This is an optimization exercise on Yosys and OpenROAD, whose aim is small area and a short achievable clock period, not a production implementation. Only simulation tests tie the RTL to the original design; equivalence was not proved. Power is estimated from default activity; no workload was simulated.

== the previous run ==
==> flow/design.v <==
module mem_unit_hs_row #(
    parameter int word_size = 8
) (
    input  logic                 clk,
    input  logic                 rsel,     
    input  logic                 wseln,    
    input  logic                 wkeep,    
    input  logic [15:0]          lo,       
    input  logic [15:0]          lon,      
    input  logic [word_size-1:0] d,
    output logic [word_size-1:0] rd
);
    logic [word_size-1:0] mem [16];
    logic [15:0] we, hold;
    always_comb
        for (int k = 0; k < 16; k++) begin
            we[k]   = !(wseln || lon[k]);
            hold[k] = !(wkeep && lo[k]);
        end
    always_ff @(posedge clk)
        for (int k = 0; k < 16; k++)
            mem[k] <= (mem[k] & {word_size{hold[k]}}) | (d & {word_size{we[k]}});
    logic [word_size-1:0] sum;
    always_comb begin
        sum = '0;
        for (int k = 0; k < 16; k++) sum = sum | (mem[k] & {word_size{lo[k]}});
    end
    assign rd = sum & {word_size{rsel}};
endmodule
module mem_unit_hs #(
    parameter int word_size   = 8,
    parameter int addr_size   = 8,
    parameter int wait_states = 2
) (
    input  logic                 clk,
    input  logic                 rst,
    input  logic                 req,
    input  logic                 write,
    input  logic [addr_size-1:0] address,
    input  logic [word_size-1:0] data_in,
    output logic [word_size-1:0] data_out,
    output logic                 ready,
    output logic                 busy,
    output logic                 err
);
    localparam int ng = 8;             
    logic p1, p2, p3, rd3, idle;
    logic [15:0] wrow_n, wrow_k;
    logic wr_q;
    logic [15:0] lo_q [4];             
    logic [15:0] hi_q;
    logic [word_size-1:0] data_q;
    logic acc;
    assign acc = idle && req;
    assign err = 1'b0;
    always_ff @(posedge clk or posedge rst)
        if (rst) begin
            p1    <= 1'b0;
            p2    <= 1'b0;
            wrow_n <= '1;
            wrow_k <= '0;
            p3    <= 1'b0;
            rd3   <= 1'b0;
            busy  <= 1'b0;
            idle  <= 1'b1;
            ready <= 1'b0;
        end else begin
            p1    <= acc;
            p2    <= p1;
            for (int j = 0; j < 16; j++) begin
                wrow_n[j] <= !(hi_q[j] && p2 && wr_q);
                wrow_k[j] <= hi_q[j] && p2 && wr_q;
            end
            p3    <= p2;
            rd3   <= p2 && !wr_q;
            busy  <= acc || p1 || p2;
            idle  <= !(acc || p1 || p2);
            ready <= p3;
        end
    logic hold_in;
    logic [15:0] lo_dec, hi_dec;
    assign hold_in = p1 || p2 || p3;
    always_comb
        for (int k = 0; k < 16; k++) begin
            lo_dec[k] = address[3:0] == 4'(k);
            hi_dec[k] = address[7:4] == 4'(k);
        end
    always_ff @(posedge clk) begin
        wr_q   <= (wr_q & hold_in) | (write & idle);
        data_q <= (data_q & {word_size{hold_in}}) | (data_in & {word_size{idle}});
        for (int c = 0; c < 4; c++)
            lo_q[c] <= (lo_q[c] & {16{hold_in}}) | (lo_dec & {16{idle}});
        hi_q   <= (hi_q & {16{hold_in}}) | (hi_dec & {16{idle}});
    end
    logic [word_size-1:0] row_rd [16];
    for (genvar j = 0; j < 16; j++) begin : g_row
        mem_unit_hs_row #(.word_size(word_size)) u_row (
            .clk  (clk),
            .rsel (hi_q[j]),
            .wseln(wrow_n[j]),
            .wkeep(wrow_k[j]),
            .lo   (lo_q[j/4]),
            .lon  (~lo_q[j/4]),
            .d    (data_q),
            .rd   (row_rd[j])
        );
    end
    logic [word_size-1:0] part [ng];
    logic [word_size-1:0] part_q [ng];
    always_comb
        for (int g = 0; g < ng; g++) begin
            part[g] = '0;
            for (int j = 0; j < 16/ng; j++) part[g] = part[g] | row_rd[g*(16/ng)+j];
        end
    always_ff @(posedge clk)
        for (int g = 0; g < ng; g++) part_q[g] <= part[g];
    logic [word_size-1:0] rd;
    always_comb begin
        rd = '0;
        for (int g = 0; g < ng; g++) rd = rd | part_q[g];
    end
    always_ff @(posedge clk or posedge rst)
        if (rst) data_out <= '0;
        else if (rd3) data_out <= rd;
endmodule
==> flow/config.mk <==
export PLATFORM = sky130hd
export DESIGN_NAME = mem_unit_hs
export DESIGN_NICKNAME = mem_unit_hs
export VERILOG_FILES = /design/flow/design.v
export SDC_FILE = /design/flow/constraint.sdc
export NUM_CORES = 4
export LEC_CHECK = 0
export CAP_MARGIN = 30
export CORE_MARGIN = 2
export CORE_UTILIZATION = 80
export CTS_BUF_LIST = sky130_fd_sc_hd__clkbuf_4 sky130_fd_sc_hd__clkbuf_8 sky130_fd_sc_hd__clkbuf_16
export CTS_CLUSTER_DIAMETER = 80
export CTS_CLUSTER_SIZE = 27
export SETUP_SLACK_MARGIN = 1.9
export SLEW_MARGIN = 20
==> flow/constraint.sdc <==
create_clock -name core_clock -period 4.0 [get_ports {clk}]
set_input_delay 0.8000 -clock core_clock [delete_from_list [all_inputs] [get_ports {clk}]]
set_output_delay 0.8000 -clock core_clock [all_outputs]
set_load 0.01 [all_outputs]
standard.sh (not shown) runs the stock make flow with config.mk's settings and CLKGATE_MAP_FILE= SYNTH_SCRIPT=/design/flow/synth_recipe.tcl, a recipe that flattens the netlist after the stock synthesis.
==> flow/flow/run.sh <==
#!/bin/bash
# The standard layout (the standard.sh, standard synthesis included) with one
# step added after global placement: flow/outplace.tcl moves each output port's
# buffer, the register driving it and the cell driving that register's D input
# next to the port's pin, and sets the captured-address registers (which fan out
# to every row of the array) to the strongest drive of their cell type; detailed
# placement then legalizes everything as usual.
set -euo pipefail
bash standard.sh POST_GLOBAL_PLACE_TCL="$PWD/flow/outplace.tcl" finish > standard.log 2>&1
Other scripts of this flow, unchanged in this note and not shown: flow/flow/outplace.tcl
Every stage of the flow completed for the previous run, and the final layout passed the timing, DRC and antenna checks.
--- input diff the previous run..the current run ---
--- a/flow/design.v
+++ b/flow/design.v
@@ -84,13 +84,15 @@
         for (int k = 0; k < 16; k++) begin
             lo_dec[k] = address[3:0] == 4'(k);
             hi_dec[k] = address[7:4] == 4'(k);
         end
+    logic [15:0] lon_q;
     always_ff @(posedge clk) begin
         wr_q   <= (wr_q & hold_in) | (write & idle);
         data_q <= (data_q & {word_size{hold_in}}) | (data_in & {word_size{idle}});
         for (int c = 0; c < 4; c++)
             lo_q[c] <= (lo_q[c] & {16{hold_in}}) | (lo_dec & {16{idle}});
+        lon_q  <= (lon_q & {16{hold_in}}) | (~lo_dec & {16{idle}});
         hi_q   <= (hi_q & {16{hold_in}}) | (hi_dec & {16{idle}});
     end
     logic [word_size-1:0] row_rd [16];
     for (genvar j = 0; j < 16; j++) begin : g_row
@@ -99,9 +101,9 @@
             .rsel (hi_q[j]),
             .wseln(wrow_n[j]),
             .wkeep(wrow_k[j]),
             .lo   (lo_q[j/4]),
-            .lon  (~lo_q[j/4]),
+            .lon  (lon_q),
             .d    (data_q),
             .rd   (row_rd[j])
         );
     end
## What came out
Compared with the previous run, the current run shows count of multi-input combinational gates that has gone up by a few percent. | fmax | the current run vs the previous run | 1.1% higher |. Delta (the current run minus the previous run): number of antenna violations at the first check in global routing now sits lower; post-synthesis instance area now sits lower; reg-to-reg setup timing slack now sits higher; pin count of the biggest net entering global routing now sits higher; area added between synthesis and finish now sits higher. Compared with the previous run, the current run shows count of cells along the worst register-to-register path higher by 1. Between the current run and the previous run, the final area does not differ in any meaningful way. On relative contribution of sequential cells to total power, the lower figure sits with the current run, not the previous run. Compared with the previous run, in the current run sequential share of layout area grew by 0.47 points, total number of nets in the final design grew by 89.

==> static timing again, ports no longer ideal <==
The results above use ideal ports. As a check the final layouts listed here were re-extracted and re-timed, cells and wires unchanged.
Step 1 assumes that a clkbuf_16 drives the clock port and a buf_2 every other input.
Step 2 also shifts input and output timing later by t, the mid clock arrival at the registers, as if the neighbouring blocks saw the same clock.
Three values: ideal, step 1, step 2; two values: the first two.
run | t (ns) | slack for setup (ns) | worst register clock-pin slew, ns | worst data-port slew with drivers (ns) | cell pins on the clock port's net
the previous run | 0.793 | 1.837 / 1.825 / 1.275 | 0.11 / 0.11 | 0.16 | 1
the current run | 0.799 | 1.861 / 1.786 / 1.187 | 0.11 / 0.11 | 0.10 | 1
After both steps every run listed still meets setup and hold. For the current run, which loses most, drivers alone change the setup slack by -0.075 ns; drivers and shift together by -0.674 ns.
